What follows belongs to an exercise in optimizing a design on an open flow for small area, a short achievable clock period and few clock cycles per item; a production flow would make more cautious choices.
The RTL was checked by simulation tests, not by an equivalence proof against the original design.
Power and IR drop assume default switching activity.

==> design.v <==
package tea_pkg;
    typedef logic [31:0] word_t;
    localparam word_t tea_delta = 32'h9e3779b9;
    function automatic logic [1023:0] sum_table();
        logic [1023:0] t;
        word_t s;
        s = '0;
        for (int j = 0; j < 32; j++) begin
            s = s + tea_delta;
            t[j*32 +: 32] = s;
        end
        sum_table = t;
    endfunction
    localparam logic [1023:0] sum_tab = sum_table();
    function automatic logic [32:0] add32(input word_t a, input word_t b, input logic cin);
        word_t pp, gg, p0, g0, c;
        int    j;
        p0 = a ^ b;
        g0 = a & b;
        pp = p0;
        gg = g0;
        gg[0] = gg[0] | (pp[0] & cin);
        for (int l = 0; l < 5; l++) begin
            for (int i = 31; i >= 0; i--) begin
                if (l > 0 && i == (1 << l)) begin
                    gg[i] = g0[i] | (p0[i] & g0[i - 1]) | (p0[i] & p0[i - 1] & gg[i - 2]);
                    pp[i] = p0[i] & p0[i - 1] & pp[i - 2];
                end else if ((i >> l) & 1) begin
                    j = ((i >> l) << l) - 1;
                    gg[i] = gg[i] | (pp[i] & gg[j]);
                    pp[i] = pp[i] & pp[j];
                end
            end
        end
        c = {gg[30:0], cin};
        add32 = {gg[31], p0 ^ c};
    endfunction
endpackage
`timescale 1ns/1ps
module crypt_machine #(
    parameter int data_in_w = 32,
    parameter int rounds    = 32
) (
    input  logic                  clk,
    input  logic                  resetn,
    input  logic [data_in_w-1:0]  data_in,
    input  logic                  go,
    input  logic                  decrypt,
    output logic                  done,
    output tea_pkg::word_t        display
);
    logic            s_load;       
    logic            s_load_rel;   
    logic            s_wait_op;    
    logic            s_run;        
    logic            s_wait_dec;   
    logic            s_wait_clr;   
    logic            s_clr_rel;    
    logic            running;      
    logic [2:0]      widx;
    logic            dec;        
    logic [6:0]      t;          
    tea_pkg::word_t  p, q;
    tea_pkg::word_t  r0, r1, r2, r3;
    tea_pkg::word_t  g;          
    logic            cin;
    tea_pkg::word_t  s;          
    logic start_enc, start_dec, start;
    assign start_enc = s_wait_op && go;
    assign start_dec = (s_wait_op && !go && decrypt) || (s_wait_dec && decrypt);
    assign start     = start_enc || start_dec;
    logic last;
    assign last = running && t[6];
    tea_pkg::word_t nw;
    logic           ovf;
    assign {ovf, nw} = tea_pkg::add32(p, g, cin);
    logic [27:0] a_x, a_y, a_z, a_s, a_c;
    logic [32:0] a_sum;
    assign a_x   = p[27:0];
    assign a_y   = g[27:0];
    assign a_z   = r0[31:4];
    assign a_s   = a_x ^ a_y ^ a_z;
    assign a_c   = (a_x & a_y) | (a_x & a_z) | (a_y & a_z);
    assign a_sum = tea_pkg::add32({4'd0, a_s}, {4'd0, a_c[26:0], cin}, 1'b0);
    tea_pkg::word_t b_s, b_c;
    logic [32:0]    b_sum;
    assign b_s   = p ^ g ^ s;
    assign b_c   = (p & g) | (p & s) | (g & s);
    assign b_sum = tea_pkg::add32(b_s, {b_c[30:0], cin}, 1'b0);
    tea_pkg::word_t c_z, c_s, c_c;
    logic [32:0]    c_sum;
    logic           c27;
    assign c_z   = {r1[26:0], 5'd0};
    assign c_s   = p ^ g ^ c_z;
    assign c_c   = (p & g) | (p & c_z) | (g & c_z);
    assign c_sum = tea_pkg::add32(c_s, {c_c[30:0], cin}, 1'b0);
    assign c27   = ovf ? (c_c[31] && c_sum[32]) : (c_c[31] || c_sum[32]);
    logic [4:0] r1_hi, r1_hi1;
    assign r1_hi  = r1[31:27];
    assign r1_hi1 = r1[31:27] + 5'd1;
    tea_pkg::word_t f_lo, g_nx;
    logic [4:0]     x_hi, g_hi0, g_hi1;
    assign f_lo  = {a_sum[27:0], r0[3:0]} ^ b_sum[31:0] ^ {5'd0, c_sum[31:5]};
    assign x_hi  = f_lo[31:27] ^ {5{dec}};
    assign g_hi0 = (x_hi ^ r1_hi)  & {5{m_n}};
    assign g_hi1 = (x_hi ^ r1_hi1) & {5{m_n}};
    assign g_nx  = {c27 ? g_hi1 : g_hi0, (f_lo[26:0] ^ {27{dec}}) & {27{m_n}}};
    logic       dec_n, m_n;
    assign dec_n = start ? start_dec : (running ? dec : 1'b1);
    assign m_n   = start ? start_dec : (running && (!dec || (t[5:0] != 6'd63)));
    logic [4:0] jh, sidx;
    assign jh   = t[5:1] + {4'd0, dec | t[0]};
    assign sidx = running ? (jh ^ {5{dec}}) : 5'd31;
    always_ff @(posedge clk) begin
        g    <= g_nx;
        cin  <= m_n && dec;
        s    <= start_enc ? tea_pkg::tea_delta : tea_pkg::sum_tab[sidx*32 +: 32];
    end
    logic load_q, load_p;
    assign load_q = s_load && (widx <= 3'd1);
    assign load_p = s_load_rel && (widx == 3'd0);
    logic rot, load_r2, load_r3;
    assign rot     = start || running ||
                     (s_load_rel && !go && ((widx == 3'd3) || (widx == 3'd5)));
    assign load_r2 = s_load && ((widx == 3'd2) || (widx == 3'd4));
    assign load_r3 = s_load && ((widx == 3'd3) || (widx == 3'd5));
    always_ff @(posedge clk) begin
        if (load_q || running || start) begin
            q <= load_q ? data_in : nw;
        end
        if (load_p || running || start) begin
            p <= q;
        end
        if (rot) begin
            r0 <= r2;
            r1 <= r3;
        end
        if (rot || load_r2) begin
            r2 <= load_r2 ? data_in : r0;
        end
        if (rot || load_r3) begin
            r3 <= load_r3 ? data_in : r1;
        end
    end
    logic last_word;
    assign last_word = (widx == 3'd5);
    always_ff @(posedge clk) begin
        if (!resetn) begin
            s_load     <= 1'b1;
            s_load_rel <= 1'b0;
            s_wait_op  <= 1'b0;
            s_run      <= 1'b0;
            s_wait_dec <= 1'b0;
            s_wait_clr <= 1'b0;
            s_clr_rel  <= 1'b0;
            running    <= 1'b0;
            widx       <= '0;
            done       <= 1'b0;
        end else begin
            s_load     <= (s_load && !go) || (s_load_rel && !go && !last_word) ||
                          (s_clr_rel && !go);
            s_load_rel <= (s_load || s_load_rel) && go;
            s_wait_op  <= (s_load_rel && !go && last_word) ||
                          (s_wait_op && !go && !decrypt);
            s_run      <= start || (s_run && !done);
            s_wait_dec <= (s_run && done && !dec) || (s_wait_dec && !decrypt && !go);
            s_wait_clr <= (s_run && done && dec) || (s_wait_clr && !go);
            s_clr_rel  <= (s_wait_dec && !decrypt && go) || ((s_wait_clr || s_clr_rel) && go);
            running    <= start || (running && !t[6]);
            done       <= last;
            if (s_load_rel && !go) begin
                widx <= widx + 3'd1;
            end else if (s_clr_rel && !go) begin
                widx <= '0;
            end
        end
    end
    always_ff @(posedge clk) begin
        dec <= dec_n;
        if (start) begin
            t <= '0;
        end else if (running) begin
            t <= t + 7'd1;
        end
    end
    always_ff @(posedge clk) begin
        if (!resetn || s_clr_rel) begin
            display <= '0;
        end else if (last) begin
            display <= {nw[15:0], q[15:0]};
        end
    end
endmodule
==> flow/run.sh <==
#!/bin/bash
set -euo pipefail
export SETUP_SLACK_MARGIN=8.0
export BUFFER_PORTS_ARGS="-buffer_cell sky130_fd_sc_hd__buf_4"
bash standard.sh > standard.log 2>&1
==> standard.sh <==
#!/bin/bash
# synth_recipe.tcl (not shown) runs the flow's synth.tcl, then flattens the netlist and writes it again
# the make line also repeats each setting of config.mk as NAME=value (left out here)
make -C /OpenROAD-flow-scripts/flow DESIGN_CONFIG=/design/flow/config.mk WORK_HOME=/design/flow/orfs CLKGATE_MAP_FILE= SYNTH_SCRIPT=/design/flow/synth_recipe.tcl "${@:-finish}"
==> config.mk <==
export PLATFORM = sky130hd
export DESIGN_NAME = crypt_machine
export DESIGN_NICKNAME = crypt_machine
export VERILOG_FILES = /design/flow/design.v
export SDC_FILE = /design/flow/constraint.sdc
export NUM_CORES = 4
export LEC_CHECK = 0
export CAP_MARGIN = 20
export CORE_MARGIN = 2
export CORE_UTILIZATION = 40
export CTS_CLUSTER_DIAMETER = 100
export CTS_CLUSTER_SIZE = 24
export SLEW_MARGIN = 20
==> constraint.sdc <==
create_clock -name core_clock -period 12.0 [get_ports {clk}]
set_input_delay 2.4000 -clock core_clock [delete_from_list [all_inputs] [get_ports {clk}]]
set_output_delay 2.4000 -clock core_clock [all_outputs]
set_load 0.01 [all_outputs]
==> results of run 1 <==
[state kept, by name (all words and copies together), names as in the netlist, 3 cells and up]
signal,cells
display,32
g,32
p,32
q,32
r0,32
r1,32
r2,32
r3,32
s,32
t,7
widx,3
[cells in the mapped netlist (all sizes together) (3+ instances only)]
library cell  instances
and4                  3
o211ai               11
nor3                 14
a31o                  5
xor2                 33
fa                   92
nand2b                9
nand2               180
o31ai                 9
buf                  11
ha                  144
or2                   7
nor2                115
dfxtp               116
a31oi                 7
a22oi                 4
a211o                 4
or3                   5
a21oi               140
o21ai                67
a21boi                6
edfxtp              193
xnor3                 4
xnor2               184
and2                  9
a311oi                5
o21bai                9
and3                 11
nand3                22
a41oi                 3
a221oi                4
o22ai                 3
o21a                 12
a211oi               21
nand4                15
nor3b                 3
clkbuf               46
inv                  45
a21o                 41
mux2                 66
nor2b                14
[power by group]
part	leakage (nW)	internal [W]	switching, W	total, W
sequential	2.72	0.00115	0.0000243	0.00117
clock	0.272	0.000306	0.000389	0.000695
combinational	5.32	0.000173	0.000192	0.000364
total	8.31	0.00163	0.000605	0.00223
[per-layer routing]
metal	wire length (µm)	GRT usage, %	vias to the layer above
li1	-	-	6255
met1	22600	27.6	6615
met2	24300	34.7	337
met3	2250	2.00	68
met4	1070	4.01	0
met5	0	0	-
[worst register-to-register path: stages (launching register included)]
cell	delay [ns]
sky130_fd_sc_hd__edfxtp_1	0.40
sky130_fd_sc_hd__buf_4	0.15
sky130_fd_sc_hd__fa_1	0.44
sky130_fd_sc_hd__ha_2	0.21
sky130_fd_sc_hd__fa_2	0.39
sky130_fd_sc_hd__a211oi_2	0.27
sky130_fd_sc_hd__o211ai_1	0.22
sky130_fd_sc_hd__nand3_2	0.17
sky130_fd_sc_hd__a21oi_2	0.07
sky130_fd_sc_hd__a211o_4	0.31
sky130_fd_sc_hd__a31o_4	0.25
sky130_fd_sc_hd__and4_4	0.20
sky130_fd_sc_hd__a2111oi_4	0.31
sky130_fd_sc_hd__xnor3_1	0.44
sky130_fd_sc_hd__nor2_1	0.12
[stage by stage]
stage	cells	setup WS (ns)
final	2415	7.95
after CTS	2394	7.96
after global placement	2356	7.49
after floorplan	1716	7.62
after detailed placement	2356	7.46
after global routing	2415	7.81
[worst max-delay path by stage]
stage,slack (ns),from,endpoint,cells after the start
floorplan,7.62,go,r0[0]$_DFFE_PP_,5
global placement,7.49,decrypt,r2[18]$_DFFE_PP_,5
detailed placement,7.46,decrypt,r2[18]$_DFFE_PP_,5
CTS,7.96,p[0]$_DFFE_PP_,g[31]$_DFF_P_,15
global route,7.81,p[0]$_DFFE_PP_,g[31]$_DFF_P_,14
finish,7.95,p[0]$_DFFE_PP_,g[31]$_DFF_P_,14
[cells by family (layout without fill, tap and decap cells)]
group,count (synthesis),after routing,share of synthesized area [%]
AOI/OAI and AO/OA,369,369,12.4
xor gates and xnor gates,221,221,10.4
adders and majority gates,237,237,19.2
buffers and inverters,102,186,2.03
DFF,309,309,42.5
muxes,68,68,4.00
and+or+nand+nor,410,410,9.46
[layout make-up]
| type | instances | area (µm²) | area share, % |
|---|---|---|---|
| multi-input combinational | 1305 | 10800 | 50.8 |
| sequential | 309 | 8120 | 38.3 |
| timing repair buffer | 109 | 818 | 3.86 |
| tap | 615 | 769 | 3.63 |
| clock buffer | 27 | 505 | 2.38 |
| inverter | 45 | 173 | 0.814 |
| clock inverter | 5 | 61.3 | 0.289 |
[layout by cell type (no fill, tap or decap), drive strengths merged, types with 12 or more instances in the layout]
cell type  count
edfxtp       193
xnor2        184
nand2        180
ha           144
a21oi        140
dfxtp        116
nor2         115
buf          109
fa            92
o21ai         67
mux2          66
inv           47
a21o          41
xor2          33
clkbuf        27
nand3         22
a211oi        21
nand4         15
nor3          14
nor2b         14
o21a          12
[repair_timing]
item	CTS	global route
buffers inserted	6	21
resized for setup	10	18
pin swaps	5	19
endpoints found under the hold margin	0	0
setup endpoints to repair	7	45
==> PnR_summary.wiki, run 1 <==
{| class="wikitable"
! Metric !! Value
|-
| Max incr delay on CP || 0.44 ns
|-
| Worst-case headroom to the max-slew limit || between 30% and 40%
|-
| Clock net sink count || 309
|-
| Horizontal extent of the die || about 220 µm
|-
| Number of fillers in the final layout || 4476
|-
| Starting Density || 40.2%
|-
| Reported leakage power || 8.31 nW
|-
| Crit Reg-Reg Endpoint || g[31]$_DFF_P_
|-
| Synthesis Warnings || 1
|-
| Share of async-settable or async-resettable flops after synthesis || 0%
|-
| Final WL || 50300 µm
|-
| Part of the Yosys area used for sequential elements || 42.5%
|-
| Startpoint of the lowest-slack hold path || q[29]$_DFFE_PP_
|-
| Antenna violations before repair || 1
|-
| Total non-filler cell area in the finished layout || 0.0212 mm²
|-
| Hold slack final || 0.410 ns
|-
| Syn Nets || 1988
|-
| Status || no timing/DRC/antenna violations
|-
| Top cells by area, synth || sky130_fd_sc_hd__edfxtp_1, sky130_fd_sc_hd__dfxtp_1, sky130_fd_sc_hd__fa_1, sky130_fd_sc_hd__ha_1, sky130_fd_sc_hd__xnor2_1
|-
| Startpoint type of the worst setup path || flip-flop
|-
| P per Cell Area || 105 mW/mm²
|-
| Minimum clock period after layout || 4.05 ns
|-
| Number of global-route vias before repair || 13100
|-
| Via/cell ratio || 5.50
|-
| Total power of the final layout || 0.00223 W
|-
| First-pass GRT wire length || 77400 µm
|-
| Maximum number of pins on one net before global-route repair || 65
|-
| Remaining number of nets flagged by the antenna check after routing || 0
|-
| Clock buffers created by TritonCTS || 18
|-
| Num ports || between 60 and 70
|-
| Number of failing hold endpoints at the final stage || 0
|-
| Combined buffer and inverter count along the critical path || 1
|-
| Number of hold-repair buffers added at the cts stage || 0
|-
| Layout area overhead || 11.2%
|-
| Biggest area consumer among synthesized cells || sky130_fd_sc_hd__edfxtp_1
|-
| Peak VDD IR || ~110 µV
|-
| Starting DRT DRC Count || 1035
|-
| Clk slew on worst S/H paths || 0.09 ns
|-
| Die outline area || 0.0495 mm²
|-
| H-tree Lvls || 1
|-
| Cell at the root of the clock tree || sky130_fd_sc_hd__clkbuf_16
|-
| Crit path cell chain || buf_4, fa_1, ha_2, fa_2, a211oi_2, o211ai_1, nand3_2, a21oi_2, a211o_4, a31o_4, and4_4, a2111oi_4, xnor3_1, nor2_1
|-
| Depth of the most critical reg-to-reg path || 14
|-
| Start of the worst register-to-register path || p[0]$_DFFE_PP_
|-
| Clk buf depth || 3
|-
| Unique cell type count in the Yosys netlist || 74
|-
| DP HPWL || 35800 µm
|-
| Final cell utilization of the core || between 40 and 50%
|-
| Syn_area_per_cell || 11.1 µm²
|-
| Routability-driven placement congestion ratio || 0.910
|-
| Number of synthesized register bits || slightly above 300
|-
| Critical path data arrival time || 4.51 ns
|-
| Hold path endpoint || p[29]$_DFFE_PP_
|-
| # port buffers || 68
|-
| Cell area after placement || 0.0203 mm²
|-
| Slack of the worst reg-to-reg path || ~8 ns
|-
| Unrepaired setup endpoints after global routing || true
|-
| Number of stages on the worst hold path || 0
|-
| Overflow left after global routing || 0
|-
| DR WL/cell || roughly 21 µm
|-
| Path type of the worst min-delay path || reg2reg
|-
| Antenna diode count || 0
|-
| Required time of the critical path || 12.46 ns
|-
| Clock latency of the later-clocked register in the worst-skew pair || 0.56 ns
|-
| Final-layout setup total negative slack || 0 ns
|-
| CP max FO || 5
|-
| Top cell family by delay on the critical path || compound AO/OA/AOI/OAI gates
|-
| Post-synth EDFFs || 193
|-
| Portion of synthesized cell area occupied by the leading cell type || 30.4%
|-
| Number of placement rows || 80
|-
| Synthesized cell area || 0.0191 mm²
|-
| Max-capacitance violation count || 0
|-
| Final setup violating endpoints || 0
|-
| F_max || 247 MHz
|-
| Fraction of final layout cells with drive strength greater than 1 || 14.4%
|-
| Nets || 2060
|-
| WS Path Type || reg2reg
|-
| Die height || 222 µm
|-
| Leading register cell type out of synthesis || sky130_fd_sc_hd__edfxtp_1
|-
| Area of the core || 0.0474 mm²
|-
| Drt drc || 0
|-
| DR vias || 13300
|-
| Crit end category || flip-flop
|-
| Number of max-slew violations in the final report || 0
|-
| Crit path max-delay cell type || sky130_fd_sc_hd__fa_1
|-
| CTS tree || done
|-
| TritonRoute pass-1 iters || 5
|-
| Skew final || 0.0463 ns
|-
| Slew of the pin with the lowest slew margin || 1.03 ns
|-
| Total GRT Usage || 20.1%
|-
| Share of the clock period used by the worst path || 33.7%
|-
| Syn Inst Count || between 1500 and 2000
|}
Testbench counts, summed over its fixed seeds: cycles 7,752, ops 96.
==> run 2, diff against run 1 <==
==> flow/run.sh (replaced) <==
#!/bin/bash
set -euo pipefail
export SETUP_SLACK_MARGIN=8.2
export BUFFER_PORTS_ARGS="-buffer_cell sky130_fd_sc_hd__buf_4"
bash standard.sh MATCH_CELL_FOOTPRINT=0 finish > standard.log 2>&1
--- a/config.mk
+++ b/config.mk
@@ -9,5 +9,3 @@
 export CORE_MARGIN = 2
 export CORE_UTILIZATION = 40
-export CTS_CLUSTER_DIAMETER = 100
-export CTS_CLUSTER_SIZE = 24
 export SLEW_MARGIN = 20
==> run 2 against run 1 <==
Non-clock buffer count is 24 higher. Maximum frequency is 6.9% higher. Power is 21% higher. Area after synthesis stayed put. Combinational power is 4% higher. Critical path depth is 1 higher. Count of clock-buffer cells in the layout is 25 higher. Critical path type unchanged.
==> PnR_summary.wiki, run 2 <==
{| class="wikitable"
! Metric !! Value
|-
| Status || no timing/DRC/antenna violations (unchanged)
|-
| Number of synthesized register bits || 309 (unchanged)
|-
| Clock net sink count || 309 (unchanged)
|-
| WS Path Type || reg2reg (unchanged)
|-
| Worst-case headroom to the max-slew limit || 25.7% (was 30.8%)
|-
| Number of fillers in the final layout || 4350 (was 4476)
|-
| Clk slew on worst S/H paths || 0.06 ns (was 0.09 ns)
|-
| Synthesized cell area || 0.0191 mm² (unchanged)
|-
| Share of async-settable or async-resettable flops after synthesis || 0% (unchanged)
|-
| Number of max-slew violations in the final report || 0 (unchanged)
|-
| Storage element area || 0.00812 mm² (about the same)
|-
| Count leader, synth || sky130_fd_sc_hd__edfxtp_1 (unchanged)
|-
| Leading register cell type out of synthesis || sky130_fd_sc_hd__edfxtp_1 (unchanged)
|-
| Number of global-route vias before repair || 13500 (was 13100)
|-
| Starting DRT DRC Count || 1028 (was 1035)
|-
| Via/cell ratio || 5.44 (was 5.50)
|-
| Final-layout setup total negative slack || 0 ns (unchanged)
|-
| Num ports || 69 (unchanged)
|-
| Area of the multi-input gates || 0.0109 mm² (was 0.0108 mm²)
|-
| Number of placement rows || 80 (unchanged)
|-
| Syn_area_per_cell || 11.1 µm² (unchanged)
|-
| DP Cell Count || 2355 (was 2356)
|-
| Clk buf depth || 3 (unchanged)
|-
| Slew of the pin with the lowest slew margin || 1.11 ns (was 1.03 ns)
|-
| Cell at the root of the clock tree || sky130_fd_sc_hd__clkbuf_16 (unchanged)
|-
| Final cell utilization of the core || 46.9% (was 44.7%)
|-
| TritonRoute pass-1 iters || 8 (was 5)
|-
| Antenna diode count || 0 (unchanged)
|-
| Horizontal extent of the die || 222 µm (unchanged)
|-
| Die height || 222 µm (unchanged)
|-
| Reported leakage power || 8.80 nW (was 8.31 nW)
|-
| Total GRT Usage || 20.8% (was 20.1%)
|-
| Portion of synthesized cell area occupied by the leading cell type || 30.4% (unchanged)
|-
| Peak VDD IR || 86.7 µV (was 107 µV)
|-
| Final Instance Count excl. Fillers || 2477 (was 2415)
|-
| Layout area overhead || 16.5% (was 11.2%)
|-
| Path type of the worst min-delay path || reg2reg (unchanged)
|-
| Overflow left after global routing || 0 (unchanged)
|-
| Number of hold-repair buffers added at the cts stage || 0 (unchanged)
|-
| CP max FO || 4 (was 5)
|-
| DR vias || 13500 (was 13300)
|-
| Top cells by area, synth || sky130_fd_sc_hd__edfxtp_1, sky130_fd_sc_hd__dfxtp_1, sky130_fd_sc_hd__fa_1, sky130_fd_sc_hd__ha_1, sky130_fd_sc_hd__xnor2_1 (unchanged)
|-
| Skew final || 0.0277 ns (was 0.0463 ns)
|-
| Minimum clock period after layout || 3.78 ns (was 4.05 ns)
|-
| F_max || 264 MHz (was 247 MHz)
|-
| Final setup violating endpoints || 0 (unchanged)
|-
| Share of the clock period used by the worst path || 31.5% (was 33.7%)
|-
| Syn Nets || 1988 (unchanged)
|-
| Synthesis Warnings || 1 (unchanged)
|-
| Antenna violations before repair || 0 (was 1)
|-
| Number of failing hold endpoints at the final stage || 0 (unchanged)
|-
| Critical path data arrival time || 4.29 ns (was 4.51 ns)
|-
| DR WL/cell || 20.7 µm (was 20.8 µm)
|-
| Unique cell type count in the Yosys netlist || 74 (unchanged)
|-
| Crit end category || flip-flop (unchanged)
|-
| Area of the core || 0.0474 mm² (unchanged)
|-
| Xor/xnor cell area share of the yosys netlist || 10.4% (unchanged)
|-
| Maximum number of pins on one net before global-route repair || 43 (was 65)
|-
| Most instantiated cells after synthesis || sky130_fd_sc_hd__edfxtp_1, sky130_fd_sc_hd__xnor2_1, sky130_fd_sc_hd__nand2_1 (unchanged)
|-
| # port buffers || 68 (unchanged)
|-
| Remaining number of nets flagged by the antenna check after routing || 0 (unchanged)
|-
| Biggest area consumer among synthesized cells || sky130_fd_sc_hd__edfxtp_1 (unchanged)
|-
| P per Cell Area || 122 mW/mm² (was 105 mW/mm²)
|-
| Max-capacitance violation count || 0 (unchanged)
|-
| Starting Density || 40.2% (unchanged)
|-
| Fraction of final layout cells with drive strength greater than 1 || 18.3% (was 14.4%)
|-
| Fraction of synthesized area in multiplexers || 4.00% (unchanged)
|-
| Post-synth EDFFs || 193 (unchanged)
|-
| Unrepaired setup endpoints after global routing || true (unchanged)
|-
| Part of the Yosys area used for sequential elements || 42.5% (unchanged)
|-
| Die outline area || 0.0495 mm² (unchanged)
|-
| Nets || 2105 (was 2060)
|-
| Fraction of the mapped netlist area in adder cells || 19.2% (unchanged)
|-
| Required time of the critical path || 12.50 ns (was 12.46 ns)
|-
| First-pass GRT wire length || 79100 µm (was 77400 µm)
|-
| H-tree Lvls || 2 (was 1)
|-
| Synthesized-area fraction occupied by ao, oa, aoi and oai cells || 12.4% (unchanged)
|-
| Syn Inst Count || 1716 (unchanged)
|-
| Leading cell types in the layout, fill and taps excluded || sky130_fd_sc_hd__edfxtp_1, sky130_fd_sc_hd__xnor2_1, sky130_fd_sc_hd__nand2_1, sky130_fd_sc_hd__ha_1, sky130_fd_sc_hd__a21oi_1 (unchanged)
|-
| Routability-driven placement congestion ratio || 0.898 (was 0.910)
|-
| Most common cell after layout, fill and taps aside || sky130_fd_sc_hd__edfxtp_1 (unchanged)
|-
| Simple logic cell fraction of the synthesized area || 9.46% (unchanged)
|-
| Largest family of logic cells by synthesized area || adder cells (unchanged)
|-
| Drt drc || 0 (unchanged)
|-
| Clock latency of the later-clocked register in the worst-skew pair || 0.57 ns (was 0.56 ns)
|-
| Startpoint type of the worst setup path || flip-flop (unchanged)
|-
| Final WL || 51200 µm (was 50300 µm)
|-
| Clock buffers created by TritonCTS || 38 (was 18)
|-
| DP HPWL || 36000 µm (was 35800 µm)
|-
| CTS tree || done (unchanged)
|}
-- run 2: cell counts after synthesis --
No cell type changed its count.
-- run 2: report_power, final --
part           internal (W)  switching [W]  leakage (nW)
combinational      0.000181       0.000198          5.48
clock              0.000683       0.000472         0.599
sequential          0.00115      0.0000219          2.72
-- run 2: worst paths after layout --
path	start	end	slack (ns)	cells past startpoint
min	r3[25]$_DFFE_PP_	r1[25]$_DFFE_PP_	0.41	0
max reg2reg	p[0]$_DFFE_PP_	g[30]$_DFF_P_	8.22	15
min reg2reg	r3[25]$_DFFE_PP_	r1[25]$_DFFE_PP_	0.41	0
max	p[0]$_DFFE_PP_	g[30]$_DFF_P_	8.22	15
-- run 2: per-layer routing --
metal	part of all wire (%)	global-route usage (%)
met2	48	35.5
met5	0	0
met4	2.5	5.91
met1	44	27.7
met3	5.5	2.80
-- run 2: kinds of logic (layout without fill, tap and decap cells) --
group | count (synthesis) | in the layout
adder cells (fa/ha/maj) | 237 | 237
XOR/XNOR | 221 | 221
AND/OR/NAND/NOR | 410 | 410
flip-flops | 309 | 309
AO/OA/AOI/OAI | 369 | 369
buffers and inverters | 102 | 248
multiplexers | 68 | 68
-- run 2: worst max-delay path: stages, from the launching register on --
cell and delay [ns]:
sky130_fd_sc_hd__edfxtp_1 0.46, sky130_fd_sc_hd__buf_4 0.18, sky130_fd_sc_hd__fa_1 0.47, sky130_fd_sc_hd__ha_2 0.20, sky130_fd_sc_hd__inv_1 0.07, sky130_fd_sc_hd__fa_2 0.21
sky130_fd_sc_hd__nand2b_4 0.13, sky130_fd_sc_hd__a21o_4 0.15, sky130_fd_sc_hd__a31oi_4 0.10, sky130_fd_sc_hd__a211o_4 0.38, sky130_fd_sc_hd__a221o_1 0.40, sky130_fd_sc_hd__a31oi_4 0.25
sky130_fd_sc_hd__o21bai_1 0.10, sky130_fd_sc_hd__xnor2_1 0.15, sky130_fd_sc_hd__xnor3_1 0.40, sky130_fd_sc_hd__nor2_1 0.09
-- run 2: final cells by class --
cell class / instances / share of cell area (%)
timing repair buffer: 133 / 4.54
clock buffer: 52 / 5.08
tap: 615 / 3.46
multi-input combinational: 1305 / 49.0
sequential: 309 / 36.5
inverter: 45 / 0.777
timing repair inverter: 1 / 0.0338
clock inverter: 17 / 0.591
-- run 2: per-stage QoR --
stage	cell area, µm²	total power (W)	setup WS [ns]	hold slack [ns]
2_1_floorplan	19100	0.00146	7.64	0.400
3_3_place_gp	20300	0.00154	7.16	0.401
3_5_place_dp	20300	0.00155	7.13	0.405
4_1_cts	21900	0.00272	8.19	0.405
5_1_grt	22200	0.00281	8.06	0.421
6_report	22200	0.00270	8.22	0.406
-- run 2: timing repair --
| item | in CTS | in global routing |
|---|---|---|
| pin swaps | 20 | 40 |
| endpoints found under the setup margin | 118 | 123 |
| gates cloned | 1 | 0 |
| setup buffers | 23 | 29 |
| gates resized for setup | 33 | 31 |
==> run 3, diff against run 2 <==
--- a/config.mk
+++ b/config.mk
@@ -9,3 +9,5 @@
 export CORE_MARGIN = 2
 export CORE_UTILIZATION = 40
+export CTS_CLUSTER_DIAMETER = 100
+export CTS_CLUSTER_SIZE = 20
 export SLEW_MARGIN = 20
==> run 3 against run 2 <==
Still clean. Cell count fell by 1.3%. Sequential share of layout area rose by 1.1 points. Die area did not move. Area after synthesis did not move. Via count fell by 0.33%. Critical path depth fell by 2. Clock power fell by 41%. Critical path type unchanged. Critical endpoint is now g[31]$_DFF_P_.
==> PnR_summary.wiki, run 3 <==
{| class="wikitable"
! Metric !! Value
|-
| Number of max-slew violations in the final report || 0 (unchanged)
|-
| Most instantiated cells after synthesis || sky130_fd_sc_hd__edfxtp_1, sky130_fd_sc_hd__xnor2_1, sky130_fd_sc_hd__nand2_1 (unchanged)
|-
| Num ports || 69 (unchanged)
|-
| Cell at the root of the clock tree || sky130_fd_sc_hd__clkbuf_16 (unchanged)
|-
| Path type of the worst min-delay path || reg2reg (unchanged)
|-
| Fraction of final layout cells with drive strength greater than 1 || 17.1% (was 18.3%)
|-
| Combined buffer and inverter count along the critical path || 0 (was 2)
|-
| Antenna violations before repair || 1 (was 0)
|-
| Final-layout setup total negative slack || 0 ns (unchanged)
|-
| Portion of synthesized cell area occupied by the leading cell type || 30.4% (unchanged)
|-
| Depth of the most critical reg-to-reg path || 13 (was 15)
|-
| Part of the Yosys area used for sequential elements || 42.5% (unchanged)
|-
| P per Cell Area || 103 mW/mm² (was 122 mW/mm²)
|-
| Die height || 222 µm (unchanged)
|-
| Max-capacitance violation count || 0 (unchanged)
|-
| Synthesized cell area || 0.0191 mm² (unchanged)
|-
| Antenna diode count || 0 (unchanged)
|-
| Skew final || 0.0240 ns (was 0.0277 ns)
|-
| Xor/xnor cell area share of the yosys netlist || 10.4% (unchanged)
|-
| Starting DRT DRC Count || 985 (was 1028)
|-
| Number of global-route vias before repair || 13300 (was 13500)
|-
| Top cell family by delay on the critical path || compound AO/OA/AOI/OAI gates (unchanged)
|-
| CTS tree || done (unchanged)
|-
| Slack of the worst reg-to-reg path || 8.20 ns (was 8.22 ns)
|-
| Horizontal extent of the die || 222 µm (unchanged)
|-
| WS Path Type || reg2reg (unchanged)
|-
| H-tree Lvls || 1 (was 2)
|-
| Clock latency of the later-clocked register in the worst-skew pair || 0.54 ns (was 0.57 ns)
|-
| Crit path from || p[0]$_DFFE_PP_ (unchanged)
|-
| Reported leakage power || 8.49 nW (was 8.80 nW)
|-
| Most common cell after layout, fill and taps aside || sky130_fd_sc_hd__edfxtp_1 (unchanged)
|-
| Critical path data arrival time || 4.26 ns (was 4.29 ns)
|-
| Worst-case headroom to the max-slew limit || 24.8% (was 25.7%)
|-
| Crit path cell chain || fa_1, ha_4, fa_2, a211oi_4, o211ai_1, nand3_2, a21oi_2, a211o_4, a31o_4, and4_4, a2111oi_4, xnor3_1, nor2_1 (was buf_4, fa_1, ha_2, inv_1, fa_2, nand2b_4, a21o_4, a31oi_4, a211o_4, a221o_1, a31oi_4, o21bai_1, xnor2_1, xnor3_1, nor2_1)
|-
| Clk buf depth || 3 (unchanged)
|-
| DR WL/cell || 21.0 µm (was 20.7 µm)
|-
| Switching Fraction || 26.8% (was 25.6%)
|-
| Number of hold-repair buffers added at the cts stage || 0 (unchanged)
|-
| # port buffers || 68 (unchanged)
|-
| Combinational group share of total power || 17.2% (was 14.0%)
|-
| Hold slack final || 0.401 ns (was 0.406 ns)
|-
| Crit path max-delay cell type || sky130_fd_sc_hd__fa_1 (unchanged)
|-
| Drt drc || 0 (unchanged)
|-
| Required time of the critical path || 12.46 ns (was 12.50 ns)
|-
| DP HPWL || 36000 µm (unchanged)
|-
| Power spent charging and discharging nets || 0.000597 W (was 0.000692 W)
|-
| DR vias || 13400 (was 13500)
|-
| TritonRoute pass-1 iters || 6 (was 8)
|-
| Slew of the pin with the lowest slew margin || 1.12 ns (was 1.11 ns)
|-
| Max incr delay on CP || 0.51 ns (was 0.47 ns)
|-
| Maximum number of pins on one net before global-route repair || 43 (unchanged)
|-
| Clock net sink count || 309 (unchanged)
|-
| Power share of the clock group || 30.5% (was 42.7%)
|-
| Synthesized-area fraction occupied by ao, oa, aoi and oai cells || 12.4% (unchanged)
|-
| Top cells by area, synth || sky130_fd_sc_hd__edfxtp_1, sky130_fd_sc_hd__dfxtp_1, sky130_fd_sc_hd__fa_1, sky130_fd_sc_hd__ha_1, sky130_fd_sc_hd__xnor2_1 (unchanged)
|-
| Count leader, synth || sky130_fd_sc_hd__edfxtp_1 (unchanged)
|-
| Start of the worst register-to-register path || p[0]$_DFFE_PP_ (unchanged)
|-
| Starting Density || 40.2% (unchanged)
|-
| Number of synthesized register bits || 309 (unchanged)
|-
| Clock buffers created by TritonCTS || 19 (was 38)
|-
| Leading cell types in the layout, fill and taps excluded || sky130_fd_sc_hd__edfxtp_1, sky130_fd_sc_hd__xnor2_1, sky130_fd_sc_hd__nand2_1, sky130_fd_sc_hd__ha_1 (was sky130_fd_sc_hd__edfxtp_1, sky130_fd_sc_hd__xnor2_1, sky130_fd_sc_hd__nand2_1, sky130_fd_sc_hd__ha_1, sky130_fd_sc_hd__a21oi_1)
|-
| Area of the core || 0.0474 mm² (unchanged)
|-
| Largest family of logic cells by synthesized area || adder cells (unchanged)
|-
| Number of failing hold endpoints at the final stage || 0 (unchanged)
|-
| Crit end category || flip-flop (unchanged)
|-
| Number of fillers in the final layout || 4426 (was 4350)
|-
| Fraction of synthesized area in multiplexers || 4.00% (unchanged)
|-
| Fraction of the mapped netlist area in adder cells || 19.2% (unchanged)
|-
| Number of placement rows || 80 (unchanged)
|-
| Syn Inst Count || 1716 (unchanged)
|-
| Capturing instance or port of the critical path || g[31]$_DFF_P_ (was g[30]$_DFF_P_)
|-
| Overflow left after global routing || 0 (unchanged)
|-
| Post-synth EDFFs || 193 (unchanged)
|-
| Leading register cell type out of synthesis || sky130_fd_sc_hd__edfxtp_1 (unchanged)
|-
| Crit Reg-Reg Endpoint || g[31]$_DFF_P_ (was g[30]$_DFF_P_)
|-
| Nets || 2091 (was 2105)
|-
| CP max FO || 5 (was 4)
|-
| Internal Pwr Total || 0.00163 W (was 0.00201 W)
|-
| Register share of total power || 52.4% (was 43.3%)
|-
| Clk slew on worst S/H paths || 0.09 ns (was 0.06 ns)
|-
| Synthesis Warnings || 1 (unchanged)
|-
| Final setup violating endpoints || 0 (unchanged)
|-
| Simple logic cell fraction of the synthesized area || 9.46% (unchanged)
|-
| Share of async-settable or async-resettable flops after synthesis || 0% (unchanged)
|-
| Remaining number of nets flagged by the antenna check after routing || 0 (unchanged)
|-
| First-pass GRT wire length || 78300 µm (was 79100 µm)
|-
| Layout area overhead || 13.2% (was 16.5%)
|-
| Syn_area_per_cell || 11.1 µm² (unchanged)
|-
| Total GRT Usage || 20.5% (was 20.8%)
|-
| Share of the clock period used by the worst path || 31.7% (was 31.5%)
|-
| Stages on worst setup path || 13 (was 15)
|-
| Final WL || 51300 µm (was 51200 µm)
|-
| Status || no timing/DRC/antenna violations (unchanged)
|-
| Via/cell ratio || 5.49 (was 5.44)
|-
| Unique cell type count in the Yosys netlist || 74 (unchanged)
|-
| Startpoint type of the worst setup path || flip-flop (unchanged)
|-
| Minimum clock period after layout || 3.80 ns (was 3.78 ns)
|-
| F_max || 263 MHz (was 264 MHz)
|-
| Routability-driven placement congestion ratio || 0.898 (unchanged)
|-
| Biggest area consumer among synthesized cells || sky130_fd_sc_hd__edfxtp_1 (unchanged)
|-
| Die outline area || 0.0495 mm² (unchanged)
|-
| Syn Nets || 1988 (unchanged)
|-
| Startpoint of the lowest-slack hold path || q[29]$_DFFE_PP_ (was r3[25]$_DFFE_PP_)
|-
| Unrepaired setup endpoints after global routing || true (unchanged)
|-
| Peak VDD IR || 108 µV (was 86.7 µV)
|}
## run 3: cell type report
cell class	count	area [µm²]	share of cell area [%]
Inverter	45	173	0.799
Clock inverter	1	11.3	0.0521
Multi-Input combinational cell	1305	10900	50.6
Clock buffer	32	528	2.44
Timing Repair Buffer	138	1070	4.94
Sequential cell	309	8130	37.6
Tap cell	615	769	3.56
Timing Repair inverter	1	7.51	0.0348
## run 3: per-stage QoR
stage / setup WS, ns / power (W) / instances / instance area [µm²] / utilization [%]
finish: 8.20 / 0.00223 / 2446 / 21600 / 45.5
global route: 8.02 / 0.00233 / 2446 / 21600 / 45.5
CTS: 8.01 / 0.00224 / 2414 / 21200 / 44.6
detailed placement: 7.13 / 0.00155 / 2355 / 20300 / 42.8
global placement: 7.16 / 0.00154 / 2355 / 20300 / 42.8
floorplan: 7.64 / 0.00146 / 1716 / 19100 / -
## run 3: repair_timing
action / CTS / global route
endpoints found under the hold margin: 0 / 0
setup buffers: 25 / 32
endpoints found under the setup margin: 120 / 133
pin swaps: 18 / 40
gates cloned: 1 / 0
gates resized for setup: 34 / 42
## run 3: worst min path at each step
stage	endpoint	slack, ns	depth (start not counted)
after floorplan	p[16]$_DFFE_PP_	0.40	0
final	p[29]$_DFFE_PP_	0.40	0
after CTS	p[29]$_DFFE_PP_	0.40	0
after global placement	r1[18]$_DFFE_PP_	0.40	0
after global routing	p[28]$_DFFE_PP_	0.42	0
after detailed placement	p[24]$_DFFE_PP_	0.40	0
## run 3: layer usage
layer  GRT usage (%)  part of all wire, %  vias to the layer above
li1                -                    -                     6319
met1            27.8                   44                     6652
met3            2.94                  6.0                       61
met2            35.1                   48                      401
met5               0                    0                        -
met4            4.31                  2.3                        0
## run 3: cell families after synthesis
family | after synthesis
and+or+nand+nor | 410
AOI/OAI and AO/OA | 369
buffers and inverters | 102
adders and majority gates | 237
xor gates and xnor gates | 221
muxes | 68
DFF | 309
## run 3: power by group through the flow
stage	sequential, W	clock (W)	combinational (W)
after global placement	0.00120	0	0.000344
after CTS	0.00117	0.000702	0.000366
after floorplan	0.00119	0	0.000279
final	0.00117	0.000680	0.000383
after global routing	0.00117	0.000732	0.000422
after detailed placement	0.00120	0	0.000350
==> run 4, diff against run 3 <==
--- a/config.mk
+++ b/config.mk
@@ -11,3 +11,4 @@
 export CTS_CLUSTER_DIAMETER = 100
 export CTS_CLUSTER_SIZE = 20
+export PLACE_DENSITY = 0.75
 export SLEW_MARGIN = 20
==> run 4 against run 3 <==
Cell count is 0.20% lower. Design area down 0.36%. Hold slack better by 0.0041 ns. Clock power barely moved. Global-route usage is 0.75 points lower. Critical path depth unchanged. Non-clock buffer count is 5 lower. Routed wire length is 3.3% lower. Die area did not move. Critical endpoint unchanged. Largest cell class unchanged.
==> PnR_summary.wiki, run 4 <==
{| class="wikitable"
! Metric !! Value
|-
| Fraction of final layout cells with drive strength greater than 1 || 17.1% (about the same)
|-
| Final WL || 49600 µm (was 51300 µm)
|-
| Routability-driven placement congestion ratio || 0.891 (was 0.898)
|-
| Antenna diode count || 0 (unchanged)
|-
| CTS tree || done (unchanged)
|-
| Max-capacitance violation count || 0 (unchanged)
|-
| Critical path data arrival time || 4.24 ns (was 4.26 ns)
|-
| Path type of the worst min-delay path || reg2reg (unchanged)
|-
| Number of max-slew violations in the final report || 0 (unchanged)
|-
| Clock latency of the later-clocked register in the worst-skew pair || 0.57 ns (was 0.54 ns)
|-
| Number of failing hold endpoints at the final stage || 0 (unchanged)
|-
| Power spent charging and discharging nets || 0.000601 W (was 0.000597 W)
|-
| Switching Fraction || 26.9% (was 26.8%)
|-
| Starting Density || 40.2% (unchanged)
|-
| Skew final || 0.0412 ns (was 0.0240 ns)
|-
| Top cells by area, synth || sky130_fd_sc_hd__edfxtp_1, sky130_fd_sc_hd__dfxtp_1, sky130_fd_sc_hd__fa_1, sky130_fd_sc_hd__ha_1, sky130_fd_sc_hd__xnor2_1 (unchanged)
|-
| Simple logic cell fraction of the synthesized area || 9.46% (unchanged)
|-
| Count leader, synth || sky130_fd_sc_hd__edfxtp_1 (unchanged)
|-
| Register share of total power || 52.3% (was 52.4%)
|-
| DR WL/cell || 20.3 µm (was 21.0 µm)
|-
| Clk slew on worst S/H paths || 0.11 ns (was 0.09 ns)
|-
| Starting DRT DRC Count || 1233 (was 985)
|-
| Crit end category || flip-flop (unchanged)
|-
| Via/cell ratio || 5.57 (was 5.49)
|-
| P per Cell Area || 104 mW/mm² (was 103 mW/mm²)
|-
| First-pass GRT wire length || 76200 µm (was 78300 µm)
|-
| Biggest area consumer among synthesized cells || sky130_fd_sc_hd__edfxtp_1 (unchanged)
|-
| Number of synthesized register bits || 309 (unchanged)
|-
| Horizontal extent of the die || 222 µm (unchanged)
|-
| Largest family of logic cells by synthesized area || adder cells (unchanged)
|-
| Crit path max-delay cell type || sky130_fd_sc_hd__fa_1 (unchanged)
|-
| Portion of synthesized cell area occupied by the leading cell type || 30.4% (unchanged)
|-
| Top cell family by delay on the critical path || compound AO/OA/AOI/OAI gates (unchanged)
|-
| Remaining number of nets flagged by the antenna check after routing || 0 (unchanged)
|-
| Overflow left after global routing || 0 (unchanged)
|-
| Status || no timing/DRC/antenna violations (unchanged)
|-
| Unique cell type count in the Yosys netlist || 74 (unchanged)
|-
| Layout area overhead || 12.8% (was 13.2%)
|-
| Post-synth EDFFs || 193 (unchanged)
|-
| Die outline area || 0.0495 mm² (unchanged)
|-
| Most common cell after layout, fill and taps aside || sky130_fd_sc_hd__edfxtp_1 (unchanged)
|-
| DP HPWL || 35700 µm (was 36000 µm)
|-
| Total GRT Usage || 19.8% (was 20.5%)
|-
| Num ports || 69 (unchanged)
|-
| Leading cell types in the layout, fill and taps excluded || sky130_fd_sc_hd__edfxtp_1, sky130_fd_sc_hd__xnor2_1, sky130_fd_sc_hd__nand2_1, sky130_fd_sc_hd__ha_1, sky130_fd_sc_hd__a21oi_1 (was sky130_fd_sc_hd__edfxtp_1, sky130_fd_sc_hd__xnor2_1, sky130_fd_sc_hd__nand2_1, sky130_fd_sc_hd__ha_1)
|-
| Maximum number of pins on one net before global-route repair || 65 (was 43)
|-
| Crit path cell chain || buf_4, fa_1, ha_4, a211oi_2, o211ai_1, nand3_2, a21oi_2, a211o_4, a31o_4, and4_4, a2111oi_4, xnor3_1, nor2_1 (was fa_1, ha_4, fa_2, a211oi_4, o211ai_1, nand3_2, a21oi_2, a211o_4, a31o_4, and4_4, a2111oi_4, xnor3_1, nor2_1)
|-
| CP max FO || 4 (was 5)
|-
| Unrepaired setup endpoints after global routing || true (unchanged)
|-
| Synthesized cell area || 0.0191 mm² (unchanged)
|-
| Leading register cell type out of synthesis || sky130_fd_sc_hd__edfxtp_1 (unchanged)
|-
| Syn Inst Count || 1716 (unchanged)
|-
| F_max || 266 MHz (was 263 MHz)
|-
| Final setup violating endpoints || 0 (unchanged)
|-
| Clock net sink count || 309 (unchanged)
|-
| Number of global-route vias before repair || 13700 (was 13300)
|-
| Fraction of synthesized area in multiplexers || 4.00% (unchanged)
|-
| Power share of the clock group || 30.4% (was 30.5%)
|-
| Combined buffer and inverter count along the critical path || 1 (was 0)
|-
| Share of async-settable or async-resettable flops after synthesis || 0% (unchanged)
|-
| Area of the core || 0.0474 mm² (unchanged)
|-
| TritonRoute pass-1 iters || 5 (was 6)
|-
| Most instantiated cells after synthesis || sky130_fd_sc_hd__edfxtp_1, sky130_fd_sc_hd__xnor2_1, sky130_fd_sc_hd__nand2_1 (unchanged)
|-
| Synthesis Warnings || 1 (unchanged)
|-
| Worst-case headroom to the max-slew limit || 23.6% (was 24.8%)
|-
| DR vias || 13600 (was 13400)
|-
| Total power of the final layout || 0.00223 W (about the same)
|-
| Cell area after placement || 0.0203 mm² (about the same)
|-
| # port buffers || 68 (unchanged)
|-
| Combinational group share of total power || 17.3% (was 17.2%)
|-
| Syn Nets || 1988 (unchanged)
|-
| Max incr delay on CP || 0.63 ns (was 0.51 ns)
|-
| WS Path Type || reg2reg (unchanged)
|-
| Required time of the critical path || 12.48 ns (was 12.46 ns)
|-
| Final cell utilization of the core || 45.4% (was 45.5%)
|-
| Xor/xnor cell area share of the yosys netlist || 10.4% (unchanged)
|-
| Fraction of the mapped netlist area in adder cells || 19.2% (unchanged)
|-
| Share of the clock period used by the worst path || 31.4% (was 31.7%)
|-
| Clk buf depth || 3 (unchanged)
|-
| Startpoint type of the worst setup path || flip-flop (unchanged)
|-
| Peak VDD IR || 113 µV (was 108 µV)
|-
| Number of placement rows || 80 (unchanged)
|-
| Reported leakage power || 8.45 nW (was 8.49 nW)
|-
| Syn_area_per_cell || 11.1 µm² (unchanged)
|-
| Internal Pwr Total || 0.00163 W (about the same)
|-
| Cell at the root of the clock tree || sky130_fd_sc_hd__clkbuf_16 (unchanged)
|-
| Nets || 2085 (was 2091)
|-
| Hold slack final || 0.405 ns (was 0.401 ns)
|-
| Die height || 222 µm (unchanged)
|-
| Slew of the pin with the lowest slew margin || 1.14 ns (was 1.12 ns)
|-
| Clock buffers created by TritonCTS || 19 (unchanged)
|-
| Number of fillers in the final layout || 4295 (was 4426)
|-
| Final-layout setup total negative slack || 0 ns (unchanged)
|-
| Total non-filler cell area in the finished layout || 0.0215 mm² (was 0.0216 mm²)
|-
| Drt drc || 0 (unchanged)
|-
| Antenna violations before repair || 1 (unchanged)
|-
| Synthesized-area fraction occupied by ao, oa, aoi and oai cells || 12.4% (unchanged)
|-
| Minimum clock period after layout || 3.76 ns (was 3.80 ns)
|-
| H-tree Lvls || 1 (unchanged)
|-
| Part of the Yosys area used for sequential elements || 42.5% (unchanged)
|}
[run 4: worst reg2reg max path: cells and delay by family (launching register included)]
family | cells | cell delay, ns
flops | 1 | 0.44
fa+ha+maj | 2 | 0.89
compound gates | 6 | 1.30
buf+inv | 1 | 0.18
xor+xnor | 1 | 0.43
simple gates | 3 | 0.45
[run 4: cell families after synthesis]
logic type      after synthesis
compound gates              369
flops                       309
simple gates                410
xor+xnor                    221
buf+inv                     102
fa+ha+maj                   237
mux                          68
[run 4: worst paths after layout]
kind	from	end	slack (ns)	cells after the start
hold / removal	r3[14]$_DFFE_PP_	r1[14]$_DFFE_PP_	0.40	0
setup / recovery	p[2]$_DFFE_PP_	g[31]$_DFF_P_	8.24	13
hold reg to reg	r3[14]$_DFFE_PP_	r1[14]$_DFFE_PP_	0.40	0
setup reg to reg	p[2]$_DFFE_PP_	g[31]$_DFF_P_	8.24	13
[run 4: final cells by class]
class                   count  area, µm²  share of cell area [%]
flip-flops and latches    309       8130                    37.8
multi-input cells        1305      10900                    50.6
well taps                 615        769                    3.58
clock inverters             4       26.3                   0.122
clock buffers              30        517                    2.40
repair buffers            133       1010                    4.69
inverters                  45        173                   0.802
[run 4: through the flow]
step	cells	worst slack, ns
finish	2441	8.24
global route	2441	8.08
CTS	2410	8.14
detailed placement	2357	7.59
global placement	2357	7.65
floorplan	1716	7.64
[run 4: power by group through the flow]
stage	logic, W	clock network (W)	registers, W
2_1_floorplan	0.000279	0	0.00119
4_1_cts	0.000366	0.000691	0.00117
3_5_place_dp	0.000352	0	0.00120
5_1_grt	0.000421	0.000722	0.00117
3_3_place_gp	0.000344	0	0.00119
6_report	0.000386	0.000678	0.00117
[run 4: what timing repair did]
item                                    CTS  global route
resized for setup                        23            43
pin swaps                                18            28
endpoints found under the setup margin   67            15
hold buffers                              0             0
setup buffers                            19            31
[run 4: per-layer routing]
layer	GRT usage [%]	part of all wire, %	up-vias	wire (µm)
li1	-	-	6292	-
met1	25.4	42	6671	20600
met2	32.9	47	501	23300
met3	3.41	6.7	131	3340
met4	8.49	4.6	2	2300
met5	0	0.020	-	10
==> run 5, diff against run 4 <==
==> flow/run.sh (replaced) <==
#!/bin/bash
set -euo pipefail
export SETUP_SLACK_MARGIN=8.4
export BUFFER_PORTS_ARGS="-buffer_cell sky130_fd_sc_hd__buf_4"
bash standard.sh MATCH_CELL_FOOTPRINT=0 finish > standard.log 2>&1
--- a/config.mk
+++ b/config.mk
@@ -10,5 +10,4 @@
 export CORE_UTILIZATION = 40
 export CTS_CLUSTER_DIAMETER = 100
-export CTS_CLUSTER_SIZE = 20
-export PLACE_DENSITY = 0.75
+export CTS_CLUSTER_SIZE = 24
 export SLEW_MARGIN = 20
==> run 5 against run 4 <==
Combinational power increased by 4%. Area after synthesis unchanged. Core utilization increased by 0.84 points. Critical path depth increased by 2. Count of clock-buffer cells in the layout decreased by 7. Power increased by 2.2%. Clock power increased by 5.0%. Non-clock buffer count increased by 15. Design area increased by 1.9%. Die area unchanged. Critical endpoint is now g[30]$_DFF_P_. Cell count increased by 0.61%.
==> PnR_summary.wiki, run 5 <==
{| class="wikitable"
! Metric !! Value
|-
| Status || no timing/DRC/antenna violations (unchanged)
|-
| Synthesized cell area || 0.0191 mm² (unchanged)
|-
| Clock latency of the later-clocked register in the worst-skew pair || 0.55 ns (was 0.57 ns)
|-
| Routability-driven placement congestion ratio || 0.892 (was 0.891)
|-
| Die height || 222 µm (unchanged)
|-
| Biggest area consumer among synthesized cells || sky130_fd_sc_hd__edfxtp_1 (unchanged)
|-
| Drt drc || 0 (unchanged)
|-
| DR WL/cell || 20.4 µm (was 20.3 µm)
|-
| DR vias || 13300 (was 13600)
|-
| F_max || 262 MHz (was 266 MHz)
|-
| Portion of synthesized cell area occupied by the leading cell type || 30.4% (unchanged)
|-
| Clk slew on worst S/H paths || 0.10 ns (was 0.11 ns)
|-
| Reported leakage power || 8.63 nW (was 8.45 nW)
|-
| Via/cell ratio || 5.43 (was 5.57)
|-
| Die outline area || 0.0495 mm² (unchanged)
|-
| Slew of the pin with the lowest slew margin || 0.848 ns (was 1.14 ns)
|-
| Syn Inst Count || 1716 (unchanged)
|-
| Start of the worst register-to-register path || p[0]$_DFFE_PP_ (was p[2]$_DFFE_PP_)
|-
| Clock buffers created by TritonCTS || 19 (unchanged)
|-
| Crit path from || p[0]$_DFFE_PP_ (was p[2]$_DFFE_PP_)
|-
| CTS tree || done (unchanged)
|-
| Startpoint of the lowest-slack hold path || r2[4]$_DFFE_PP_ (was r3[14]$_DFFE_PP_)
|-
| Final setup margin || 8.19 ns (was 8.24 ns)
|-
| Share of the clock period used by the worst path || 31.8% (was 31.4%)
|-
| First-pass GRT wire length || 77100 µm (was 76200 µm)
|-
| Syn_area_per_cell || 11.1 µm² (unchanged)
|-
| Syn Nets || 1988 (unchanged)
|-
| Required time of the critical path || 12.48 ns (about the same)
|-
| Leading cell types in the layout, fill and taps excluded || sky130_fd_sc_hd__edfxtp_1, sky130_fd_sc_hd__nand2_1, sky130_fd_sc_hd__xnor2_1, sky130_fd_sc_hd__ha_1, sky130_fd_sc_hd__buf_4 (was sky130_fd_sc_hd__edfxtp_1, sky130_fd_sc_hd__xnor2_1, sky130_fd_sc_hd__nand2_1, sky130_fd_sc_hd__ha_1, sky130_fd_sc_hd__a21oi_1)
|-
| Peak VDD IR || 102 µV (was 113 µV)
|-
| P per Cell Area || 104 mW/mm² (about the same)
|-
| WS Path Type || reg2reg (unchanged)
|-
| Max-capacitance violation count || 0 (unchanged)
|-
| Final-layout setup total negative slack || 0 ns (unchanged)
|-
| Number of synthesized register bits || 309 (unchanged)
|-
| Total GRT Usage || 20.1% (was 19.8%)
|-
| CP max FO || 3 (was 4)
|-
| DP HPWL || 35600 µm (was 35700 µm)
|-
| Leading register cell type out of synthesis || sky130_fd_sc_hd__edfxtp_1 (unchanged)
|-
| Antenna violations before repair || 0 (was 1)
|-
| Top cells by area, synth || sky130_fd_sc_hd__edfxtp_1, sky130_fd_sc_hd__dfxtp_1, sky130_fd_sc_hd__fa_1, sky130_fd_sc_hd__ha_1, sky130_fd_sc_hd__xnor2_1 (unchanged)
|-
| Num ports || 69 (unchanged)
|-
| Skew final || 0.0328 ns (was 0.0412 ns)
|-
| Starting Density || 40.2% (unchanged)
|-
| Number of placement rows || 80 (unchanged)
|-
| Area of the core || 0.0474 mm² (unchanged)
|-
| Maximum number of pins on one net before global-route repair || 65 (unchanged)
|-
| Remaining number of nets flagged by the antenna check after routing || 0 (unchanged)
|-
| Minimum clock period after layout || 3.81 ns (was 3.76 ns)
|-
| Most common cell after layout, fill and taps aside || sky130_fd_sc_hd__edfxtp_1 (unchanged)
|-
| Path type of the worst min-delay path || reg2reg (unchanged)
|-
| Post-synth EDFFs || 193 (unchanged)
|-
| Startpoint type of the worst setup path || flip-flop (unchanged)
|-
| Clk buf depth || 3 (unchanged)
|-
| Fraction of final layout cells with drive strength greater than 1 || 19.0% (was 17.1%)
|-
| Critical path data arrival time || 4.29 ns (was 4.24 ns)
|-
| TritonRoute pass-1 iters || 5 (unchanged)
|-
| Worst-case headroom to the max-slew limit || 43.5% (was 23.6%)
|-
| Part of the Yosys area used for sequential elements || 42.5% (unchanged)
|-
| Number of global-route vias before repair || 13400 (was 13700)
|-
| Unrepaired setup endpoints after global routing || true (unchanged)
|-
| Overflow left after global routing || 0 (unchanged)
|-
| Final setup violating endpoints || 0 (unchanged)
|-
| Number of failing hold endpoints at the final stage || 0 (unchanged)
|-
| Cell at the root of the clock tree || sky130_fd_sc_hd__clkbuf_16 (unchanged)
|-
| Share of async-settable or async-resettable flops after synthesis || 0% (unchanged)
|-
| Count leader, synth || sky130_fd_sc_hd__edfxtp_1 (unchanged)
|-
| Crit end category || flip-flop (unchanged)
|-
| H-tree Lvls || 1 (unchanged)
|-
| Synthesis Warnings || 1 (unchanged)
|-
| Starting DRT DRC Count || 1173 (was 1233)
|-
| Layout area overhead || 14.9% (was 12.8%)
|-
| Final WL || 50200 µm (was 49600 µm)
|-
| Number of max-slew violations in the final report || 0 (unchanged)
|-
| Clock net sink count || 309 (unchanged)
|-
| # port buffers || 68 (unchanged)
|-
| Most instantiated cells after synthesis || sky130_fd_sc_hd__edfxtp_1, sky130_fd_sc_hd__xnor2_1, sky130_fd_sc_hd__nand2_1 (unchanged)
|-
| Total power of the final layout || 0.00228 W (was 0.00223 W)
|-
| Worst setup slack before clock tree synthesis || 7.20 ns (was 7.59 ns)
|-
| Nets || 2100 (was 2085)
|-
| Horizontal extent of the die || 222 µm (unchanged)
|-
| Unique cell type count in the Yosys netlist || 74 (unchanged)
|-
| Number of hold-repair buffers added at the cts stage || 0 (unchanged)
|}
==> run 5: final cells by class <==
cell class                      instances  area, µm²
Timing Repair Buffer                  148       1180
Antenna cell                            1       2.50
Clock inverter                         10        100
Tap cell                              615        769
Sequential cell                       309       8130
Fill cell                            4397      25500
Inverter                               45        173
Clock buffer                           23        490
Multi-Input combinational cell       1305      11100
==> run 5: critical path: stages, from the launching register on <==
cell                       delay (ns)
sky130_fd_sc_hd__edfxtp_1        0.47
sky130_fd_sc_hd__buf_6           0.16
sky130_fd_sc_hd__fa_1            0.49
sky130_fd_sc_hd__ha_2            0.20
sky130_fd_sc_hd__inv_2           0.05
sky130_fd_sc_hd__fa_2            0.19
sky130_fd_sc_hd__nand2b_4        0.13
sky130_fd_sc_hd__a21o_1          0.19
sky130_fd_sc_hd__a31oi_4         0.13
sky130_fd_sc_hd__a211o_4         0.37
sky130_fd_sc_hd__a221o_1         0.41
sky130_fd_sc_hd__a31oi_4         0.28
sky130_fd_sc_hd__o21bai_1        0.11
sky130_fd_sc_hd__xnor2_1         0.21
sky130_fd_sc_hd__xnor3_1         0.25
sky130_fd_sc_hd__nor2_1          0.10
==> run 5: kinds of logic after synthesis <==
family	after synthesis	synth area share [%]
compound gates	369	12.4
xor+xnor	221	10.4
fa+ha+maj	237	19.2
buf+inv	102	2.03
flops	309	42.5
mux	68	4.00
simple gates	410	9.46
==> run 5: path summary, 6_finish.rpt <==
kind | to | slack [ns] | cells after the start
setup / recovery | g[30]$_DFF_P_ | 8.19 | 15
hold / removal | r0[4]$_DFFE_PP_ | 0.41 | 0
setup reg to reg | g[30]$_DFF_P_ | 8.19 | 15
hold reg to reg | r0[4]$_DFFE_PP_ | 0.41 | 0
==> run 5: per-layer routing <==
metal  part of all wire, %  global-route usage, %  vias up
met3                   4.3                   2.68       70
met1                    45                   26.7     6653
met2                    49                   34.6      296
met5                     0                      0        -
met4                   2.5                   4.96        0
li1                      -                      -     6323
==> run 5: repair_timing <==
| item | in CTS | in global routing |
|---|---|---|
| gates cloned | 0 | 0 |
| pin swaps | 37 | 46 |
| buffers inserted | 42 | 23 |
| setup endpoints to repair | 166 | 167 |
| resized for setup | 53 | 62 |
==> run 5: metrics by stage <==
| stage | cell area [µm²] | util [%] | hold slack (ns) | instances |
|---|---|---|---|---|
| floorplan | 19100 | - | 0.400 | 1716 |
| global placement | 20300 | 42.8 | 0.400 | 2356 |
| detailed placement | 20300 | 42.8 | 0.405 | 2356 |
| CTS | 21400 | 45.2 | 0.412 | 2431 |
| global route | 21900 | 46.2 | 0.408 | 2455 |
| finish | 21900 | 46.2 | 0.413 | 2456 |
==> run 5: report_power, final <==
part | leakage, nW | internal (W) | total [W] | switching [W]
Clock | 0.286 | 0.000310 | 0.000712 | 0.000401
Combinational | 5.62 | 0.000195 | 0.000400 | 0.000205
Sequential | 2.72 | 0.00115 | 0.00117 | 0.0000201
Total | 8.63 | 0.00165 | 0.00228 | 0.000626
==> run 6, diff against run 5 <==
==> flow/run.sh (replaced) <==
#!/bin/bash
set -euo pipefail
export SETUP_SLACK_MARGIN=8.2
export BUFFER_PORTS_ARGS="-buffer_cell sky130_fd_sc_hd__buf_4"
bash standard.sh MATCH_CELL_FOOTPRINT=0 finish > standard.log 2>&1
--- a/config.mk
+++ b/config.mk
@@ -12,2 +12,3 @@
 export CTS_CLUSTER_SIZE = 24
 export SLEW_MARGIN = 20
+export TNS_END_PERCENT = 10
==> run 6 against run 5 <==
Clock skew shrank 0.0018 ns. Hold slack lost 0.0029 ns. Routed wire length grew 2.2%. First-iteration DRC count shrank 14%. Global-route usage grew 0.46 points.
==> PnR_summary.wiki, run 6 <==
{| class="wikitable"
! Metric !! Value
|-
| Status || no timing/DRC/antenna violations (unchanged)
|-
| Clk slew on worst S/H paths || 0.11 ns (was 0.10 ns)
|-
| F_max || 258 MHz (was 262 MHz)
|-
| Number of max-slew violations in the final report || 0 (unchanged)
|-
| Antenna diode count || 0 (was 1)
|-
| Count leader, synth || sky130_fd_sc_hd__edfxtp_1 (unchanged)
|-
| Drt drc || 0 (unchanged)
|-
| Clock latency of the later-clocked register in the worst-skew pair || 0.55 ns (about the same)
|-
| Portion of synthesized cell area occupied by the leading cell type || 30.4% (unchanged)
|-
| DR vias || 13400 (was 13300)
|-
| Crit end category || flip-flop (unchanged)
|-
| Final-layout setup total negative slack || 0 ns (unchanged)
|-
| Critical path data arrival time || 4.31 ns (was 4.29 ns)
|-
| Skew final || 0.0310 ns (was 0.0328 ns)
|-
| TritonRoute pass-1 iters || 5 (unchanged)
|-
| Starting Density || 40.2% (unchanged)
|-
| Horizontal extent of the die || 222 µm (unchanged)
|-
| Cell at the root of the clock tree || sky130_fd_sc_hd__clkbuf_16 (unchanged)
|-
| Maximum number of pins on one net before global-route repair || 43 (was 65)
|-
| Most instantiated cells after synthesis || sky130_fd_sc_hd__edfxtp_1, sky130_fd_sc_hd__xnor2_1, sky130_fd_sc_hd__nand2_1 (unchanged)
|-
| Crit path max-delay cell type || sky130_fd_sc_hd__edfxtp_1 (was sky130_fd_sc_hd__fa_1)
|-
| Remaining number of nets flagged by the antenna check after routing || 0 (unchanged)
|-
| Clock net sink count || 309 (unchanged)
|-
| Share of the clock period used by the worst path || 32.3% (was 31.8%)
|-
| Syn Inst Count || 1716 (unchanged)
|-
| Minimum clock period after layout || 3.87 ns (was 3.81 ns)
|-
| Unique cell type count in the Yosys netlist || 74 (unchanged)
|-
| Worst-case headroom to the max-slew limit || 39.8% (was 43.5%)
|-
| # port buffers || 68 (unchanged)
|-
| Part of the Yosys area used for sequential elements || 42.5% (unchanged)
|-
| Final setup margin || 8.13 ns (was 8.19 ns)
|-
| Startpoint type of the worst setup path || flip-flop (unchanged)
|-
| Unrepaired setup endpoints after global routing || true (unchanged)
|-
| Clk buf depth || 3 (unchanged)
|-
| Slew of the pin with the lowest slew margin || 0.901 ns (was 0.848 ns)
|-
| Die outline area || 0.0495 mm² (unchanged)
|-
| CP max FO || 4 (was 3)
|-
| Nets || 2076 (was 2100)
|-
| Num ports || 69 (unchanged)
|-
| H-tree Lvls || 1 (unchanged)
|-
| Synthesized cell area || 0.0191 mm² (unchanged)
|-
| WS Path Type || reg2reg (unchanged)
|-
| P per Cell Area || 106 mW/mm² (was 104 mW/mm²)
|-
| Share of async-settable or async-resettable flops after synthesis || 0% (unchanged)
|-
| Final WL || 51300 µm (was 50200 µm)
|-
| Synthesis Warnings || 1 (unchanged)
|-
| Max-capacitance violation count || 0 (unchanged)
|-
| Number of placement rows || 80 (unchanged)
|-
| Overflow left after global routing || 0 (unchanged)
|-
| Peak VDD IR || 105 µV (was 102 µV)
|-
| Slack of the worst reg-to-reg path || 8.13 ns (was 8.19 ns)
|-
| Reported leakage power || 8.42 nW (was 8.63 nW)
|-
| Total GRT Usage || 20.5% (was 20.1%)
|-
| Die height || 222 µm (unchanged)
|-
| Layout area overhead || 12.3% (was 14.9%)
|-
| Worst setup slack before clock tree synthesis || 6.98 ns (was 7.20 ns)
|-
| DP HPWL || 36100 µm (was 35600 µm)
|-
| First-pass GRT wire length || 78500 µm (was 77100 µm)
|-
| Number of synthesized register bits || 309 (unchanged)
|-
| Clock buffers created by TritonCTS || 18 (was 19)
|-
| Via/cell ratio || 5.52 (was 5.43)
|-
| Max incr delay on CP || 0.49 ns (about the same)
|-
| Leading cell types in the layout, fill and taps excluded || sky130_fd_sc_hd__edfxtp_1, sky130_fd_sc_hd__xnor2_1, sky130_fd_sc_hd__nand2_1, sky130_fd_sc_hd__ha_1, sky130_fd_sc_hd__a21oi_1 (was sky130_fd_sc_hd__edfxtp_1, sky130_fd_sc_hd__nand2_1, sky130_fd_sc_hd__xnor2_1, sky130_fd_sc_hd__ha_1, sky130_fd_sc_hd__buf_4)
|-
| Most common cell after layout, fill and taps aside || sky130_fd_sc_hd__edfxtp_1 (unchanged)
|-
| Total power of the final layout || 0.00226 W (was 0.00228 W)
|-
| Post-synth EDFFs || 193 (unchanged)
|-
| Number of hold-repair buffers added at the cts stage || 0 (unchanged)
|-
| Area of the core || 0.0474 mm² (unchanged)
|-
| Syn Nets || 1988 (unchanged)
|-
| Antenna violations before repair || 0 (unchanged)
|-
| Fraction of final layout cells with drive strength greater than 1 || 15.6% (was 19.0%)
|}
==> run 6: changes by cell type in the layout (fill, tap and decap cells not counted), moves of 5 or more <==
cell                      before  now
sky130_fd_sc_hd__buf_4       130  122
sky130_fd_sc_hd__buf_6        17    1
sky130_fd_sc_hd__xnor2_1     173  183
sky130_fd_sc_hd__o21ai_0      55   60
sky130_fd_sc_hd__a21oi_1     127  136
sky130_fd_sc_hd__a21oi_2      10    3
sky130_fd_sc_hd__xnor2_2      11    1
==> run 6: report_power, final <==
| part | leakage, nW | total, W | switching [W] | internal, W |
|---|---|---|---|---|
| sequential | 2.72 | 0.00117 | 0.0000234 | 0.00115 |
| clock | 0.283 | 0.000717 | 0.000398 | 0.000320 |
| combinational | 5.42 | 0.000374 | 0.000195 | 0.000179 |
| total | 8.42 | 0.00226 | 0.000616 | 0.00164 |
==> run 6: path summary, 6_finish.rpt <==
check	endpoint	cells after the start	from
worst max-delay path	g[15]$_DFF_P_	14	p[0]$_DFFE_PP_
worst min-delay path	p[31]$_DFFE_PP_	0	q[31]$_DFFE_PP_
worst max register to register	g[15]$_DFF_P_	14	p[0]$_DFFE_PP_
worst min register to register	p[31]$_DFFE_PP_	0	q[31]$_DFFE_PP_
==> run 6: layout make-up <==
type	count	area (µm²)
clock inverter	4	56.3
clock buffer	28	531
sequential	309	8120
tap	615	769
timing repair inverter	1	7.51
fill	4449	26000
timing repair buffer	124	947
inverter	45	173
multi-input combinational	1305	10800
==> run 6: timing repair <==
action	CTS	global route
endpoints found under the setup margin	122	75
buffers inserted	13	26
gates cloned	1	0
resized for setup	20	25
pin swaps	12	22
==> run 6: metal layers <==
metal | global-route usage, % | routed length, µm
met5 | 0 | 0
met2 | 35.2 | 24900
met4 | 4.37 | 1030
met1 | 28.0 | 23200
met3 | 2.29 | 2190
==> run 6: cell families (layout without fill, tap and decap cells) <==
kind of cell,Yosys count,count (layout),share of synthesized area [%]
flip-flops,309,309,42.5
AND/OR/NAND/NOR,410,410,9.46
AO/OA/AOI/OAI,369,369,12.4
buffers and inverters,102,202,2.03
adder cells (fa/ha/maj),237,237,19.2
XOR/XNOR,221,221,10.4
multiplexers,68,68,4.00
==> run 6: through the flow <==
step	utilization [%]	cell area, µm²	hold WS, ns	cells
global placement	42.8	20300	0.401	2358
floorplan	-	19100	0.400	1716
detailed placement	42.8	20300	0.405	2358
finish	45.2	21400	0.410	2431
global route	45.2	21400	0.413	2431
CTS	44.5	21100	0.416	2404
==> run 6: critical path: cells and delay by family (launching register included) <==
| kind | cells | cell delay (ns) |
|---|---|---|
| AOI/OAI and AO/OA | 7 | 1.78 |
| xor gates and xnor gates | 1 | 0.15 |
| adders and majority gates | 3 | 1.04 |
| buffers and inverters | 2 | 0.25 |
| DFF | 1 | 0.49 |
| and+or+nand+nor | 1 | 0.05 |

Re-timed with assumed drivers on the ports (clkbuf_16 on the clock, buf_2 on other inputs), run 6 has 8.126 ns of setup slack against 8.126 ns with ideal ports, and 7.617 ns once port delays also move by the mid clock arrival of 0.589 ns.
